What follows belongs to an exercise in optimizing a design on an open flow for small area, a short achievable clock period and few clock cycles per item; a production flow would make more cautious choices. In this exercise RTL edits were held to simulation tests only and were not proved equivalent to the original.

==> inputs of 03-19 <==
Design order_book_table_engine_unit, start of the top module:
module order_book_table_engine_unit #(
  parameter int CAPACITY = 32
) (
  input  wire logic          clk,
  input  wire logic          rst_n,
  input  wire logic          in_valid,
  output logic               in_stall,
  input  wire logic [2:0]    in_kind,
  input  wire logic [31:0]   in_order_id,
  input  wire logic          in_side,
  input  wire logic [30:0]   in_quantity,
  input  wire logic [31:0]   in_price,
  output logic               out_valid,
  input  wire logic          out_stall,
  output logic [2:0]         out_status,
  output logic [31:0]        out_id,
  output logic               out_side,
  output logic signed [31:0] out_quantity,
  output logic [31:0]        out_price,
  output logic               out_last
);
  localparam int N  = 32;
  localparam int AW = 5;
  logic [N-1:0]      vld;           
  logic [N-1:0]      shd;           
  logic [N*AW-1:0]   prv;           
  logic [N*AW-1:0]   dpn;           
  logic [AW-1:0]     head;          
  logic [5:0]        cnt;           
  logic [N-1:0]      fre;           
  logic [N*32-1:0]   tid;
  logic [N-1:0]      tsd;
  logic [N*32-1:0]   tqty;
  logic [N*32-1:0]   tprc;
  logic        a_v;
  logic [2:0]  a_kind;
  logic [31:0] a_id;
  logic        a_side;
  logic [30:0] a_q;
  logic [31:0] a_prc;
  logic        b_v;
  logic [2:0]  b_kind;
  logic [31:0] b_id;
  logic        b_side;
  logic [30:0] b_q;
  logic [31:0] b_prc;
  logic [N-1:0] b_ms;               
  logic         b_same;             
  logic [AW-1:0] b_dcnt;            
  logic        sk_v;
  logic [2:0]  sk_st;
  logic [31:0] sk_id;
  logic        sk_sd;
  logic [31:0] sk_qty;
  logic [31:0] sk_prc;
  logic        sk_last;
  function automatic logic [AW-1:0] enc(input logic [N-1:0] oh);
    enc = '0;
    for (int i = 0; i < N; i++) begin
  ...
export LEC_CHECK = 0
export CAP_MARGIN = 25
export CORE_MARGIN = 2
export CORE_UTILIZATION = 40
export CTS_BUF_LIST = sky130_fd_sc_hd__clkbuf_16
export CTS_CLUSTER_DIAMETER = 70
export CTS_CLUSTER_SIZE = 20
export SLEW_MARGIN = 25
export SYNTH_MEMORY_MAX_BITS = 8192
export SETUP_SLACK_MARGIN = 6
create_clock -name core_clock -period 10.0 [get_ports {clk}]
standard.sh (not shown) runs the stock make flow with config.mk's settings and CLKGATE_MAP_FILE= SYNTH_SCRIPT=/design/flow/synth_recipe.tcl, a recipe that flattens the netlist after the stock synthesis.
==> flow/flow/run.sh <==
#!/bin/bash
set -euo pipefail
sed -i '/^export SETUP_SLACK_MARGIN/d' config.mk
echo 'export SETUP_SLACK_MARGIN = 6' >> config.mk
bash standard.sh > standard.log 2>&1
==> 06-21 (differences from 03-19) <==
--- a/flow/design.v
+++ b/flow/design.v
@@ -82,26 +82,19 @@
   logic [5:0]        cnt;           
   logic [N-1:0]      fre;           
   logic [N*32-1:0]   tid;
   logic [N-1:0]      tsd;
   logic [N*32-1:0]   tqty;
   logic [N*32-1:0]   tprc;
-  logic        a_v;
-  logic [2:0]  a_kind;
-  logic [31:0] a_id;
-  logic        a_side;
-  logic [30:0] a_q;
-  logic [31:0] a_prc;
   logic        b_v;
   logic [2:0]  b_kind;
   logic [31:0] b_id;
   logic        b_side;
   logic [30:0] b_q;
   logic [31:0] b_prc;
   logic [N-1:0] b_ms;               
-  logic         b_same;             
   logic [AW-1:0] b_dcnt;            
   logic        sk_v;
   logic [2:0]  sk_st;
   logic [31:0] sk_id;
   logic        sk_sd;
   logic [31:0] sk_qty;
@@ -121,13 +114,13 @@
   logic x_last;     
   logic b_load;
   assign go       = !sk_v;
   assign x_last   = !(b_kind == 3'd4 && b_dcnt != '0);
   assign b_load   = !b_v || (go && x_last);
   logic          stl, push;
-  logic          a_v_nx, b_v_nx, sk_v_nx, x_last_nx;
+  logic          b_v_nx, sk_v_nx, x_last_nx;
   logic [2:0]    b_kind_nx;
   logic [AW-1:0] b_dcnt_nx, b_dcnt_ld;
   assign in_stall = stl;
   logic          b_add, b_cxl, b_red, b_rep, b_dmp;
   logic          hit, full;
   logic          do_add, do_cxl;
@@ -201,164 +194,80 @@
     end
   end
   logic [N-1:0] raw, ms_nx, head_oh;
   logic         same;
   always_comb begin
     for (int i = 0; i < N; i++) begin
-      raw[i] = vld[i] && !shd[i] && (tid[i*32 +: 32] == a_id);
+      raw[i] = vld[i] && !shd[i] && (tid[i*32 +: 32] == in_order_id);
     end
   end
-  assign same    = b_v && b_same;
-  logic          c_ge1, c_ge2, c_ge3, cnz_nx, dge2_ld;
-  logic [AW-1:0] c_m1, c_m2;
-  assign c_ge1 = (cnt >= 6'd1);
-  assign c_ge2 = (cnt >= 6'd2);
-  assign c_ge3 = (cnt >= 6'd3);
-  assign c_m1  = AW'(cnt - 6'd1);
-  assign c_m2  = AW'(cnt - 6'd2);
-  assign cnz_nx  = do_add ? 1'b1  : (do_cxl ? c_ge2 : c_ge1);    
-  assign dge2_ld = do_add ? c_ge1 : (do_cxl ? c_ge3 : c_ge2);    
-  assign head_oh = dec(head_nx) & {N{cnz_nx}};
+  assign same    = b_v && (in_order_id == b_id);
+  assign head_oh = dec(head_nx) & {N{cnt_nx != '0}};
   always_comb begin
-    if (a_kind == 3'd4) begin
+    if (in_kind == 3'd4) begin
       ms_nx = head_oh;
     end else if (same && b_add && !full) begin
       ms_nx = fre;
     end else if (same && b_cxl && hit) begin
       ms_nx = t_vec;
     end else begin
       ms_nx = raw;
     end
   end
-  assign b_dcnt_ld = !cnz_nx ? '0 : (do_add ? cnt[AW-1:0] : (do_cxl ? c_m2 : c_m1));
-  assign a_v_nx    = rst_n && (stl ? a_v : in_valid);
-  assign b_v_nx    = rst_n && (b_load ? a_v : b_v);
-  assign b_kind_nx = b_load ? a_kind : b_kind;
+  assign b_dcnt_ld = (cnt_nx == '0) ? '0 : AW'(cnt_nx - 6'd1);
+  assign b_v_nx    = rst_n && (b_load ? in_valid : b_v);
+  assign b_kind_nx = b_load ? in_kind : b_kind;
   assign b_dcnt_nx = b_load ? b_dcnt_ld : ((go && b_v) ? b_dcnt - AW'(1) : b_dcnt);
-  assign x_last_nx = !(b_kind_nx == 3'd4 &&
-                       (b_load ? dge2_ld : ((go && b_v) ? (b_dcnt > AW'(1)) : (b_dcnt != '0))));
+  assign x_last_nx = !(b_kind_nx == 3'd4 && b_dcnt_nx != '0);
   assign sk_v_nx   = rst_n && (out_valid && out_stall) && (sk_v || push);
   always_ff @(posedge clk) begin
-    if (!stl) begin
-      a_kind <= in_kind;
-      a_id   <= in_order_id;
-      a_side <= in_side;
-      a_q    <= in_quantity;
-      a_prc  <= in_price;
-    end
-  end
-  always_ff @(posedge clk) begin
     b_v    <= b_v_nx;
     b_kind <= b_kind_nx;
     b_dcnt <= b_dcnt_nx;
-    a_v    <= a_v_nx;
-    if (b_load) begin
-      b_same <= stl || (in_order_id == a_id);
-    end else if (!stl) begin
-      b_same <= (in_order_id == b_id);
-    end
-    stl    <= a_v_nx && b_v_nx && !(!sk_v_nx && x_last_nx);
+    stl    <= b_v_nx && !(!sk_v_nx && x_last_nx);
   end
   always_ff @(posedge clk) begin
     if (b_load) begin
-      b_id   <= a_id;
-      b_side <= a_side;
-      b_q    <= a_q;
-      b_prc  <= a_prc;
+      b_id   <= in_order_id;
+      b_side <= in_side;
+      b_q    <= in_quantity;
+      b_prc  <= in_price;
       b_ms   <= ms_nx;
     end else if (go && b_v) begin
       b_ms   <= dec(prev_sel);
     end
   end
   logic [31:0]        sel_id, sel_qty, sel_prc, tab_qty;
-  logic               sel_sd;
-  logic [2:0]         x_st;
-  logic [31:0]        x_id, x_qty, x_prc;
-  logic               x_sd;
-  logic               do_mod, do_rep;
-  logic               r_v;                
-  logic [2:0]         r_st;
-  logic               r_last;
-  logic [31:0]        r_id;
-  logic               r_sd;
-  logic [31:0]        r_qty;              
-  logic [31:0]        r_prc;
-  logic [30:0]        r_q;                
-  logic               r_sub;              
-  logic               r_wr;               
-  logic [N-1:0]       r_g;
-  logic [31:0]        diff, wq;
-  logic               r_fwd, p_fwd;
   logic               pend_v;             
   logic [N-1:0]       pend_g;             
   logic [31:0]        pend_q;             
+  logic               sel_sd;
+  logic [31:0]        diff;
+  logic [31:0]        sat, wq;
+  logic [2:0]         o_st;
+  logic [31:0]        o_id, o_qty, o_prc;
+  logic               o_sd, o_last;
+  logic               do_mod, do_rep;
   always_comb begin
     sel_id  = '0;
     sel_sd  = 1'b0;
     tab_qty = '0;
     sel_prc = '0;
     for (int i = 0; i < N; i++) begin
       sel_id  = sel_id  | (tid[i*32 +: 32]  & {32{b_ms[i]}});
       sel_sd  = sel_sd  | (tsd[i]           & b_ms[i]);
       tab_qty = tab_qty | (tqty[i*32 +: 32] & {32{b_ms[i]}});
       sel_prc = sel_prc | (tprc[i*32 +: 32] & {32{b_ms[i]}});
     end
   end
-  assign r_fwd   = r_v && r_wr && |(r_g & b_ms);
-  assign p_fwd   = pend_v && |(pend_g & b_ms);
-  assign sel_qty = r_fwd ? wq : (p_fwd ? pend_q : tab_qty);
-  always_comb begin
-    if (b_add) begin
-      x_st = full ? 3'd2 : 3'd0;
-    end else if (b_dmp) begin
-      x_st = hit ? 3'd3 : 3'd4;
-    end else begin
-      x_st = hit ? 3'd0 : 3'd1;
-    end
-  end
-  assign x_id   = b_dmp ? sel_id : b_id;
-  assign x_sd   = b_add ? (b_side && !full) : sel_sd;
-  assign x_qty  = (b_add || b_rep) ? ((b_rep ? hit : !full) ? {1'b0, b_q} : '0) :
-                  sel_qty;
-  assign x_prc  = b_add ? (full ? '0 : b_prc) :
-                  b_rep ? (hit ? b_prc : '0) : sel_prc;
-  assign do_mod = go && b_v && (b_red || b_rep) && hit;
-  assign do_rep = go && b_v && b_rep && hit;
-  for (genvar i = 0; i < N; i++) begin : g_wp
-    always_ff @(posedge clk) begin
-      if ((do_add && fre[i]) || (do_rep && b_ms[i])) begin
-        tprc[i*32 +: 32] <= b_prc;
-      end
-    end
-  end
-  always_ff @(posedge clk) begin
-    if (!rst_n) begin
-      r_v <= 1'b0;
-    end else if (go) begin
-      r_v <= b_v && (b_kind <= 3'd4);
-    end
-  end
-  always_ff @(posedge clk) begin
-    if (go) begin
-      r_st   <= x_st;
-      r_last <= x_last;
-      r_id   <= x_id;
-      r_sd   <= x_sd;
-      r_qty  <= x_qty;
-      r_prc  <= x_prc;
-      r_q    <= b_q;
-      r_sub  <= b_red && hit;
-      r_wr   <= (b_add && !full) || ((b_red || b_rep) && hit);
-      r_g    <= b_add ? fre : b_ms;
-    end
-  end
+  assign sel_qty = (pend_v && |(pend_g & b_ms)) ? pend_q : tab_qty;
   always_comb begin
     logic [31:0] g, p, gg, pp, gn, pn, nb;
-    nb = ~{1'b0, r_q};
-    g  = r_qty & nb;
-    p  = r_qty ^ nb;
+    nb = ~{1'b0, b_q};
+    g  = sel_qty & nb;
+    p  = sel_qty ^ nb;
     gg = g;
     pp = p;
     gg[0] = g[0] | p[0];     
     pp[0] = 1'b0;
     for (int d = 1; d < 32; d = d * 2) begin
       gn = gg;
@@ -369,35 +278,48 @@
       end
       gg = gn;
       pp = pn;
     end
     diff = p ^ {gg[30:0], 1'b1};
   end
-  assign wq = !r_sub ? r_qty : ((r_qty[31] && !diff[31]) ? 32'h8000_0000 : diff);
+  assign sat  = (sel_qty[31] && !diff[31]) ? 32'h8000_0000 : diff;
+  assign wq   = b_red ? sat : {1'b0, b_q};
+  always_comb begin
+    if (b_add) begin
+      o_st = full ? 3'd2 : 3'd0;
+    end else if (b_dmp) begin
+      o_st = hit ? 3'd3 : 3'd4;
+    end else begin
+      o_st = hit ? 3'd0 : 3'd1;
+    end
+  end
+  assign o_id   = b_dmp ? sel_id : b_id;
+  assign o_sd   = b_add ? (b_side && !full) : sel_sd;
+  assign o_qty  = b_add ? (full ? '0 : {1'b0, b_q}) :
+                  (b_red || b_rep) ? (hit ? wq : '0) : sel_qty;
+  assign o_prc  = b_add ? (full ? '0 : b_prc) :
+                  b_rep ? (hit ? b_prc : '0) : sel_prc;
+  assign o_last = x_last;
+  assign push   = go && b_v && (b_kind <= 3'd4);
+  assign do_mod = go && b_v && (b_red || b_rep) && hit;
+  assign do_rep = go && b_v && b_rep && hit;
   always_ff @(posedge clk) begin
-    pend_v <= rst_n && go && r_v && r_wr;
-    pend_g <= r_g;
+    pend_v <= rst_n && (do_add || do_mod);
+    pend_g <= b_add ? fre : b_ms;
     pend_q <= wq;
   end
-  for (genvar i = 0; i < N; i++) begin : g_wq
+  for (genvar i = 0; i < N; i++) begin : g_wr
     always_ff @(posedge clk) begin
       if (pend_v && pend_g[i]) begin
         tqty[i*32 +: 32] <= pend_q;
       end
+      if ((do_add && fre[i]) || (do_rep && b_ms[i])) begin
+        tprc[i*32 +: 32] <= b_prc;
+      end
     end
   end
-  logic [2:0]         o_st;
-  logic [31:0]        o_id, o_qty, o_prc;
-  logic               o_sd, o_last;
-  assign push   = go && r_v;
-  assign o_st   = r_st;
-  assign o_id   = r_id;
-  assign o_sd   = r_sd;
-  assign o_qty  = wq;
-  assign o_prc  = r_prc;
-  assign o_last = r_last;
   always_ff @(posedge clk) begin
     sk_v <= sk_v_nx;
     if (!rst_n) begin
       out_valid <= 1'b0;
     end else if (!out_valid || !out_stall) begin
       out_valid <= sk_v || push;
==> flow/run.sh (new file) <==
#!/bin/bash
# synth_recipe.tcl (not shown) runs the flow's synth.tcl, then flattens the netlist and writes it again
# the make line also repeats each setting of config.mk as NAME=value (left out here)
make -C /OpenROAD-flow-scripts/flow DESIGN_CONFIG=/design/flow/config.mk WORK_HOME=/design/flow/orfs CLKGATE_MAP_FILE= SYNTH_SCRIPT=/design/flow/synth_recipe.tcl finish
==> flow/config.mk (replaced) <==
export PLATFORM = sky130hd
export DESIGN_NAME = order_book_table_engine_unit
export DESIGN_NICKNAME = order_book_table_engine_unit
export VERILOG_FILES = /design/flow/design.v
export SDC_FILE = /design/flow/constraint.sdc
export NUM_CORES = 4
export LEC_CHECK = 0
export CAP_MARGIN = 30
export CORE_MARGIN = 2
export CORE_UTILIZATION = 40
export CTS_BUF_LIST = sky130_fd_sc_hd__clkbuf_16
export CTS_CLUSTER_DIAMETER = 80
export CTS_CLUSTER_SIZE = 25
export SETUP_SLACK_MARGIN = 5
export SLEW_MARGIN = 30
export SYNTH_MEMORY_MAX_BITS = 8192
removed: flow/flow/run.sh
removed: flow/standard.sh
==> notes <==
- Clock-buffer cell count: 06-21 is lower than 03-19 (91).
- Against 06-21, the via count of 03-19 is larger by 2.7%.
- Against 06-21, the critical path depth of 03-19 is lower by 11.
- Between 03-19 and 06-21, the lower wire length is in 06-21 (gap 6.5%, measured against 06-21).
- Against 03-19, the register-to-register slack of 06-21 is lower by 0.88 ns.
Testbench counts of 03-19, summed over its fixed seeds: cycles 6,954, items 4,000.
Testbench counts of 06-21, summed over its fixed seeds: cycles 6,938, items 4,000.

==> what the ideal ports hide <==
The results above use ideal ports. As a check the final layouts listed here were re-extracted and re-timed, cells and wires unchanged.
Step 1, drivers: a clkbuf_16 drives clk and a buf_2 each remaining input, both assumed.
Step 2 times the ports against the registers' clock, not the clock port: input delays grow and output delays shrink by t, the midpoint of the rising clock arrivals with the driver on.
Three values: no drivers, after step 1, after step 2; two values: the first two.
| run | shift t [ns] | setup WS [ns] | cell pins on the clock port's net |
|---|---|---|---|
| 03-19 | 1.126 | 5.505 / 5.505 / 5.047 | 1 |
| 06-21 | 1.137 | 4.621 / 4.621 / 3.555 | 1 |
After both steps setup and hold are still met in every run listed. The setup slack of 06-21, which loses most, moves by 0.000 ns with the drivers and by -1.066 ns with both steps.
